From an optimization exercise on the open Yosys and OpenROAD flow, aimed at small area, a short achievable clock period and few clock cycles; shortcuts taken in it are not production practice.
In this exercise RTL edits were held to simulation tests only and were not proved equivalent to the original.

==> flow/design.v <==
package dctd_pkg;
  localparam int STAMP_W = 32;
  localparam int GAP_W   = 16;
  localparam int PADDR_W = 3;
  localparam int DEPTH   = 16;
  localparam logic [GAP_W-1:0] MIN_GAP_RESET = 16'd400;
  localparam logic [GAP_W-1:0] MAX_GAP_RESET = 16'd1000;
  localparam int QDEPTH = 4;
  localparam logic REG_MIN_GAP = 1'b0;
  localparam logic REG_MAX_GAP = 1'b1;
endpackage
module dctd_ring (
  input  logic                                          clk,
  input  logic                                          rst,
  input  logic                                          push,     
  input  logic                                          rotate,   
  input  logic                                          clear,    
  input  logic [dctd_pkg::STAMP_W-1:0]                  din,
  output logic [dctd_pkg::DEPTH-1:0][dctd_pkg::STAMP_W-1:0] slot,
  output logic [dctd_pkg::DEPTH-1:0]                    valid
);
  localparam int N = dctd_pkg::DEPTH;
  logic move;
  assign move = push || rotate;
  always_ff @(posedge clk) begin
    if (move) begin
      slot[0] <= rotate ? slot[N-1] : din;
      for (int e = 1; e < N; e++) slot[e] <= slot[e-1];
    end
  end
  always_ff @(posedge clk) begin
    if (rst) begin
      valid <= '0;
    end else if (push) begin
      valid <= clear ? {{(N-1){1'b0}}, 1'b1} : {valid[N-2:0], 1'b1};
    end else if (rotate) begin
      valid <= {valid[N-2:0], valid[N-1]};
    end else if (clear) begin
      valid <= '0;
    end
  end
endmodule
module dctd_win (
  input  logic [dctd_pkg::STAMP_W-1:0] s,
  input  logic [dctd_pkg::STAMP_W-1:0] v,
  input  logic [dctd_pkg::GAP_W-1:0]   min_gap,
  input  logic [dctd_pkg::GAP_W-1:0]   maxm1,
  input  logic                         ok,
  output logic                         hit
);
  logic [31:0] d;
  logic        neg;
  logic        hi_ok;
  logic [15:0] t;
  logic [16:0] above;
  logic [16:0] below;
  assign d     = s - v;
  assign neg   = d[31];
  assign hi_ok = neg ? (&d[31:16]) : ~(|d[31:16]);
  assign t     = d[15:0] ^ {16{neg}};
  assign above = {1'b0, t} + {1'b0, ~min_gap} + {16'd0, neg};
  assign below = {1'b0, maxm1} + {1'b0, ~t} + {16'd0, ~neg};
  assign hit   = ok && hi_ok && above[16] && below[16];
endmodule
module dctd_ctrl (
  input  logic                         clk,
  input  logic                         rst,
  input  logic                         in_valid,
  output logic                         in_stall,
  input  logic [dctd_pkg::STAMP_W-1:0] event_time_ms,
  input  logic [dctd_pkg::GAP_W-1:0]   min_gap,
  input  logic [dctd_pkg::GAP_W-1:0]   maxm1,
  input  logic                         win_ok,
  input  logic                         cfg_wr,
  output logic                         out_valid,
  input  logic                         out_stall,
  output logic                         load_on,
  output logic                         toggled
);
  localparam int N  = dctd_pkg::DEPTH;
  localparam int SW = dctd_pkg::STAMP_W;
  localparam int QD = dctd_pkg::QDEPTH;
  logic [N-1:0][SW-1:0] slot;
  logic [N-1:0]         valid;
  logic                 push;
  logic                 hit_now;
  logic       sc_init;
  logic       sc_run;
  logic [4:0] sc_left;
  logic [3:0] rot;
  logic [4:0] sc_left_dec;
  logic [3:0] rot_inc;
  logic       busy_d;
  logic       sc_init_d;
  logic       sc_run_d;
  assign sc_left_dec = (sc_left != 5'd0) ? sc_left - 5'd1 : 5'd0;
  assign rot_inc     = rot + 4'd1;
  always_comb begin
    sc_init_d = 1'b0;
    sc_run_d  = 1'b0;
    if (cfg_wr) begin
      sc_init_d = 1'b1;
    end else if (sc_init) begin
      sc_run_d = 1'b1;
    end else if (sc_run) begin
      sc_run_d = (sc_left_dec != 5'd0) || (rot_inc != 4'd0);
    end
  end
  assign busy_d = sc_init_d || sc_run_d;
  always_ff @(posedge clk) begin
    if (rst) begin
      sc_init <= 1'b0;
      sc_run  <= 1'b0;
      sc_left <= '0;
      rot     <= '0;
    end else begin
      sc_init <= sc_init_d;
      sc_run  <= sc_run_d;
      if (sc_init && !cfg_wr) sc_left <= 5'd16;
      else if (sc_run)        sc_left <= sc_left_dec;
      if (sc_run) rot <= rot_inc;
    end
  end
  logic          a_v;
  logic [SW-1:0] s_q;
  logic          accept;
  assign accept = in_valid && !in_stall;
  always_ff @(posedge clk) begin
    if (!in_stall)    s_q <= event_time_ms;
    else if (sc_init) s_q <= valid[N-1] ? slot[N-1] : '0;
    else if (sc_run)  s_q <= valid[N-2] ? slot[N-2] : '0;
  end
  always_ff @(posedge clk) begin
    if (rst) a_v <= 1'b0;
    else     a_v <= accept;
  end
  logic [N-2:0] w;
  logic         wz;
  logic [N-2:0] incl;
  logic [N-2:0] w_sel;
  logic         w_any;
  logic         zs;
  logic         eqs;
  logic         dup;
  for (genvar e = 0; e < N - 1; e++) begin : g_win
    dctd_win u_win (
      .s      (s_q),
      .v      (slot[e]),
      .min_gap(min_gap),
      .maxm1  (maxm1),
      .ok     (win_ok),
      .hit    (w[e])
    );
    assign incl[e]  = !(sc_run && rot == 4'(e + 1));
    assign w_sel[e] = incl[e] && (valid[e] ? w[e] : wz);
  end
  dctd_win u_win_zero (
    .s      (s_q),
    .v      ({SW{1'b0}}),
    .min_gap(min_gap),
    .maxm1  (maxm1),
    .ok     (win_ok),
    .hit    (wz)
  );
  assign w_any = |w_sel;
  assign zs   = (s_q == '0);
  assign eqs  = (s_q == slot[0]);
  assign dup  = hit_now ? zs : (valid[0] ? eqs : zs);
  assign push = a_v && !dup;
  dctd_ring u_ring (
    .clk   (clk),
    .rst   (rst),
    .push  (push),
    .rotate(sc_run),
    .clear (hit_now),
    .din   (s_q),
    .slot  (slot),
    .valid (valid)
  );
  logic c_v;
  logic c_any;
  logic c_zero;
  logic prev_hit;
  logic pair_q;
  logic load_q;
  always_ff @(posedge clk) begin
    c_any  <= w_any;
    c_zero <= wz;
  end
  assign hit_now = c_v && (pair_q || (prev_hit ? c_zero : c_any));
  always_ff @(posedge clk) begin
    if (rst) begin
      c_v      <= 1'b0;
      prev_hit <= 1'b0;
      pair_q   <= 1'b0;
      load_q   <= 1'b0;
    end else begin
      c_v      <= push;
      prev_hit <= hit_now;
      if (cfg_wr)                             pair_q <= 1'b0;
      else if (sc_run && rot != 4'd0 && w_any) pair_q <= 1'b1;
      else if (hit_now)                        pair_q <= 1'b0;
      if (hit_now) load_q <= !load_q;
    end
  end
  logic [QD-1:0][1:0] q;
  logic [2:0]         cnt;
  logic [2:0]         cnt_d;
  logic [2:0]         wr_idx;
  logic               pop;
  logic [3:0]         room;
  assign pop    = out_valid && !out_stall;
  assign cnt_d  = cnt + {2'b0, c_v} - {2'b0, pop};
  assign wr_idx = cnt - {2'b0, pop};
  always_ff @(posedge clk) begin
    for (int i = 0; i < QD; i++) begin
      if (c_v && wr_idx == 3'(i)) q[i] <= {load_q ^ hit_now, hit_now};
      else if (pop)               q[i] <= (i < QD - 1) ? q[i+1] : q[i];
    end
  end
  assign room = {1'b0, cnt_d} + {3'b0, a_v} + {3'b0, accept};
  always_ff @(posedge clk) begin
    if (rst) begin
      cnt       <= '0;
      out_valid <= 1'b0;
      in_stall  <= 1'b0;
    end else begin
      cnt       <= cnt_d;
      out_valid <= (cnt_d != 3'd0);
      in_stall  <= busy_d || (room >= 4'(QD));
    end
  end
  assign load_on = q[0][1];
  assign toggled = q[0][0];
endmodule
module double_clap_toggle_detector (
  input  logic                         clk,
  input  logic                         rst,
  input  logic                         psel,
  input  logic                         penable,
  input  logic                         pwrite,
  input  logic [dctd_pkg::PADDR_W-1:0] paddr,
  input  logic [31:0]                  pwdata,
  output logic [31:0]                  prdata,
  output logic                         pready,
  input  logic                         in_valid,
  output logic                         in_stall,
  input  logic [dctd_pkg::STAMP_W-1:0] event_time_ms,
  output logic                         out_valid,
  input  logic                         out_stall,
  output logic                         load_on,
  output logic                         toggled
);
  localparam int GW = dctd_pkg::GAP_W;
  logic [GW-1:0] min_gap_ms;
  logic [GW-1:0] max_gap_ms;
  logic [GW-1:0] maxm1;
  logic          win_ok;
  logic          cfg_wr;
  assign pready = 1'b1;
  assign cfg_wr = psel && penable && pwrite;
  always_ff @(posedge clk) begin
    if (rst) begin
      min_gap_ms <= dctd_pkg::MIN_GAP_RESET;
      max_gap_ms <= dctd_pkg::MAX_GAP_RESET;
    end else if (cfg_wr) begin
      if (paddr[2] == dctd_pkg::REG_MAX_GAP) max_gap_ms <= pwdata[GW-1:0];
      else                                   min_gap_ms <= pwdata[GW-1:0];
    end
  end
  always_ff @(posedge clk) begin
    if (rst) begin
      maxm1  <= dctd_pkg::MAX_GAP_RESET - 16'd1;
      win_ok <= 1'b1;
    end else begin
      maxm1  <= max_gap_ms - 16'd1;
      win_ok <= ({1'b0, max_gap_ms} > {1'b0, min_gap_ms} + 17'd1);
    end
  end
  assign prdata = {{(32-GW){1'b0}}, (paddr[2] == dctd_pkg::REG_MAX_GAP) ? max_gap_ms : min_gap_ms};
  dctd_ctrl u_ctrl (
    .clk          (clk),
    .rst          (rst),
    .in_valid     (in_valid),
    .in_stall     (in_stall),
    .event_time_ms(event_time_ms),
    .min_gap      (min_gap_ms),
    .maxm1        (maxm1),
    .win_ok       (win_ok),
    .cfg_wr       (cfg_wr),
    .out_valid    (out_valid),
    .out_stall    (out_stall),
    .load_on      (load_on),
    .toggled      (toggled)
  );
endmodule
==> flow/run.sh <==
#!/bin/bash
# synth_recipe.tcl (not shown) runs the flow's synth.tcl, then flattens the netlist and writes it again
# the make line also repeats each setting of config.mk as NAME=value (left out here)
make -C /OpenROAD-flow-scripts/flow DESIGN_CONFIG=/design/flow/config.mk WORK_HOME=/design/flow/orfs CLKGATE_MAP_FILE= SYNTH_SCRIPT=/design/flow/synth_recipe.tcl finish
==> flow/config.mk <==
export PLATFORM = sky130hd
export DESIGN_NAME = double_clap_toggle_detector
export DESIGN_NICKNAME = double_clap_toggle_detector
export VERILOG_FILES = /design/flow/design.v
export SDC_FILE = /design/flow/constraint.sdc
export NUM_CORES = 4
export LEC_CHECK = 0
export CAP_MARGIN = 20
export CORE_MARGIN = 2
export CORE_UTILIZATION = 40
export PLACE_DENSITY = 0.6
export SLEW_MARGIN = 20
==> flow/constraint.sdc <==
create_clock -name core_clock -period 5.5 [get_ports {clk}]
set_input_delay 1.1000 -clock core_clock [delete_from_list [all_inputs] [get_ports {clk}]]
set_output_delay 1.1000 -clock core_clock [all_outputs]
set_load 0.01 [all_outputs]
==> flow_summary_export.csv <==
group,metric,value,unit
run_status,status,"finished with violations",
run_status,so_faults,"setup timing",
timing,min_period_over_period,114,%
timing,fmax,159,MHz
synthesis,synth_seq_cells,640,
detailed_routing,drt_first_pass_iters,6,
timing,skew,40.4,ps
setup_path,cp-startpoint,"u_ctrl.s_q[1]$_DFFE_PP_",
floorplan,io-pin-count,111,
grt,track_usage,33.5,%
timing,layout_setup_ws,-776,ps
layout,area_growth,32.4,%
floorplan,die_w,411,um
layout,final_common_cell,"buf_4",
layout,instances_no_fill,11800,
synthesis,ys_types,108,
layout,drive_above_1_share,24.0,%
floorplan,die-area,0.169,mm2
timing,finalSetupViolCount,2,
job,max-cap-violations,0,
setup_path,crit_fanout,8,
grt,grt_first_pass_wirelength,421000,um
setup_path,crit_slowest_cell,"or4_4",
cts,cts_buffers,84,
setup_path,crit_arrival,6940,ps
detailed_routing,dr_wl_met2,120000,um
setup_path,critPathCaptureType,"flop",
timing,fin_crit,6280,ps
detailed_routing,top_layer_used,"met5",
grt,grt_max_degree,92,
timing,holdWs,444,ps
worst_hold_path,min_to,"u_ctrl.u_ring.slot[221]$_DFFE_PP_",
detailed_routing,wl_met1,127000,um
detailed_routing,num_vias,68200,
cts,htree_levels,3,
placed_design,gp_congestion,1.06,
grt,grt_pass1_vias,63900,
detailed_routing,postRouteAntennaNets,0,
detailed_routing,drt_iter0_drc,7613,
setup_path,timing.rr.end,"u_ctrl.pair_q$_SDFFE_PP0P_",
detailed_routing,dr_wl_met3,29100,um
synthesis,synth_flop_cell,"edfxtp_1",
grt,grt-ovfl-total,0,
grt,antenna_found_initial,10,
worst_hold_path,hold_depth,0,
detailed_routing,post_drt_wl_per_cell,24.9,um
worst_hold_path,hp-class,"reg -> reg",
synthesis,syn_area_per_cell,8.60,um2
cts,cts_buffer_depth,3,
setup_path,crit_path_start_kind,"flop",
cts,cts_tree,"done",
synthesis,netlist_instances,7707,
worst_hold_path,holdCritStartpoint,"u_ctrl.u_ring.slot[189]$_DFFE_PP_",
detailed_routing,drt_drc_violations_left,0,
timing,maxSlewViolCount,0,
timing,rsz0062_at_grt,"true",
layout,nNetsFinal,10600,
setup_path,rr_startpoint,"u_ctrl.s_q[1]$_DFFE_PP_",
floorplan,fp.coreArea,0.165,mm2
setup_path,rr_worst_depth,27,
detailed_routing,post_drt_via_cell_ratio,5.80,
synthesis,syn_area,0.0663,mm2
cts,root_buffer,"clkbuf_16",
timing,worst_pin_slew,1280,ps
setup_path,crit_top_cell,"buf_12",
cts,insertion_delay,720,ps
placed_design,io_buffer_count,75,
floorplan,die_y,411,um
timing,hold_violations,0,
setup_path,r2r_slack,-780,ps
cts,cts.sinks,640,
synthesis,yosysWarnings,3,
placed_design,dpl.cell_count,11600,
cts,ctsHoldBuffers,0,
synthesis,synth_edf_count,552,
setup_path,cp.required,6170,ps
floorplan,rows,149,
detailed_routing,drt_wl_total,293000,um
placed_design,dpl.hpwl,235000,um
synthesis,async_reset_ff_share,0,%
setup_path,worst-setup-path-type,"reg -> reg",
synthesis,yosysSeqAreaShare,27.7,%
layout,mostFrequentLayoutCells,"1,790 x buf_4, 959 x ha_1, 829 x inv_1",
timing,relSlewSlack,13.9,%
cts,clk_pin_slew,70,ps
floorplan,start_util,40.2,%
setup_path,slowest_delay,440,ps
## worst max-delay path, delay by kind of cell (launching register included)
kind	cells	cell delay, ps
simple gates	7	1740
xor+xnor	2	380
fa+ha+maj	2	580
buf+inv	6	970
compound gates	10	2130
flops	1	430
## Yosys cell counts (183+ instances only)
cell type  instances  area [um2]
a21oi_1          667        3340
inv_1            832        3120
a21o_1           282        2120
edfxtp_1         552       16600
xor2_1           312        2730
o21ai_0          384        1920
xnor2_1          382        3350
clkbuf_1         183         687
nand2_1          554        2080
nand4_1          231        1450
nor2_1           446        1670
ha_1             974       12200
## routing by layer
| layer | track usage, % | up-vias |
|---|---|---|
| li1 | - | 31700 |
| met1 | 46.7 | 32700 |
| met2 | 49.2 | 3147 |
| met3 | 7.22 | 620 |
| met4 | 15.2 | 12 |
| met5 | 0 | - |
## how the worst max path moves through the flow
stage                                                       to  slack (ps)  cells past startpoint
after floorplan           u_ctrl.u_ring.valid[10]$_SDFFE_PP0P_        -950                     12
after global placement              u_ctrl.pair_q$_SDFFE_PP0P_       -1280                     27
after detailed placement            u_ctrl.pair_q$_SDFFE_PP0P_       -1280                     26
after CTS                           u_ctrl.pair_q$_SDFFE_PP0P_        -700                     28
after global routing                u_ctrl.pair_q$_SDFFE_PP0P_        -910                     29
final                               u_ctrl.pair_q$_SDFFE_PP0P_        -780                     27
## cells by family after synthesis
| kind of cell | after synthesis | synth area share, % |
|---|---|---|
| AO/OA/AOI/OAI | 2125 | 20.7 |
| adder cells (fa/ha/maj) | 990 | 18.9 |
| multiplexers | 59 | 0.964 |
| XOR/XNOR | 697 | 9.26 |
| AND/OR/NAND/NOR | 2122 | 16.3 |
| flip-flops | 640 | 27.7 |
| other | 2 | 0.0113 |
| buffers and inverters | 1072 | 6.28 |
## sequential cells by signal, summed over array words and instances (netlist names), 3 cells and up
register             flops
maxm1                   16
u_ctrl.s_q              32
u_ctrl.sc_left           5
min_gap_ms              16
u_ctrl.q                 8
u_ctrl.rot               4
u_ctrl.cnt               3
u_ctrl.u_ring.valid     16
u_ctrl.u_ring.slot     512
max_gap_ms              16
## stage by stage
step                      util [%]  TNS (ps)  setup WS [ps]  instance area [um2]
after floorplan                  -   -249140           -950                66500
after global placement        50.4     -2260          -1280                83100
after detailed placement      50.4     -2260          -1280                83100
after CTS                     52.8     -1210           -699                87000
after global routing          53.2     -1650           -911                87700
final                         53.3     -1320           -776                87800
## cell type report
class / instances / area (um2)
clock buffer: 106 / 2300
fill: 15300 / 77000
tap: 2189 / 2740
clock inverter: 51 / 641
inverter: 832 / 3130
antenna: 5 / 12.5
multi-input combinational: 6010 / 45200
timing repair buffer: 1929 / 15400
sequential: 640 / 18300
## what timing repair did
| action | 4_1_cts | 5_1_grt |
|---|---|---|
| pin swaps | 30 | 54 |
| gates cloned | 1 | 1 |
| setup endpoints to repair | 2 | 2 |
| buffers inserted | 22 | 16 |
| resized for setup | 119 | 123 |
Testbench counts, summed over its fixed seeds: cycles 3,224.

## afterwards: timing with drivers on the ports
How much do the figures lean on ideal ports? The routed layout below was timed once more, with nothing changed but the port constraints. Step 1: set_driving_cell puts a clkbuf_16 on clk and a buf_2 on each other input, an assumption about the parent block. Step 2 adds t to the input delays and takes it off the output delays; t is the mean of the earliest and latest rising clock arrival at the registers after step 1. Input paths then give back, and output paths get back, about the clock's delay inside the block. Three values: ideal, step 1, step 2; two values: the first two.
t, ns: 0.788
setup WS [ns]: -0.776 / -0.776 / -0.776
latest minus earliest clock arrival (ns): 0.041 / 0.041
worst data-port slew with drivers (ns): 0.07
pins driven straight from the clock port: 1
The setup slack of this run moves by 0.000 ns with the drivers and by 0.000 ns with both steps.
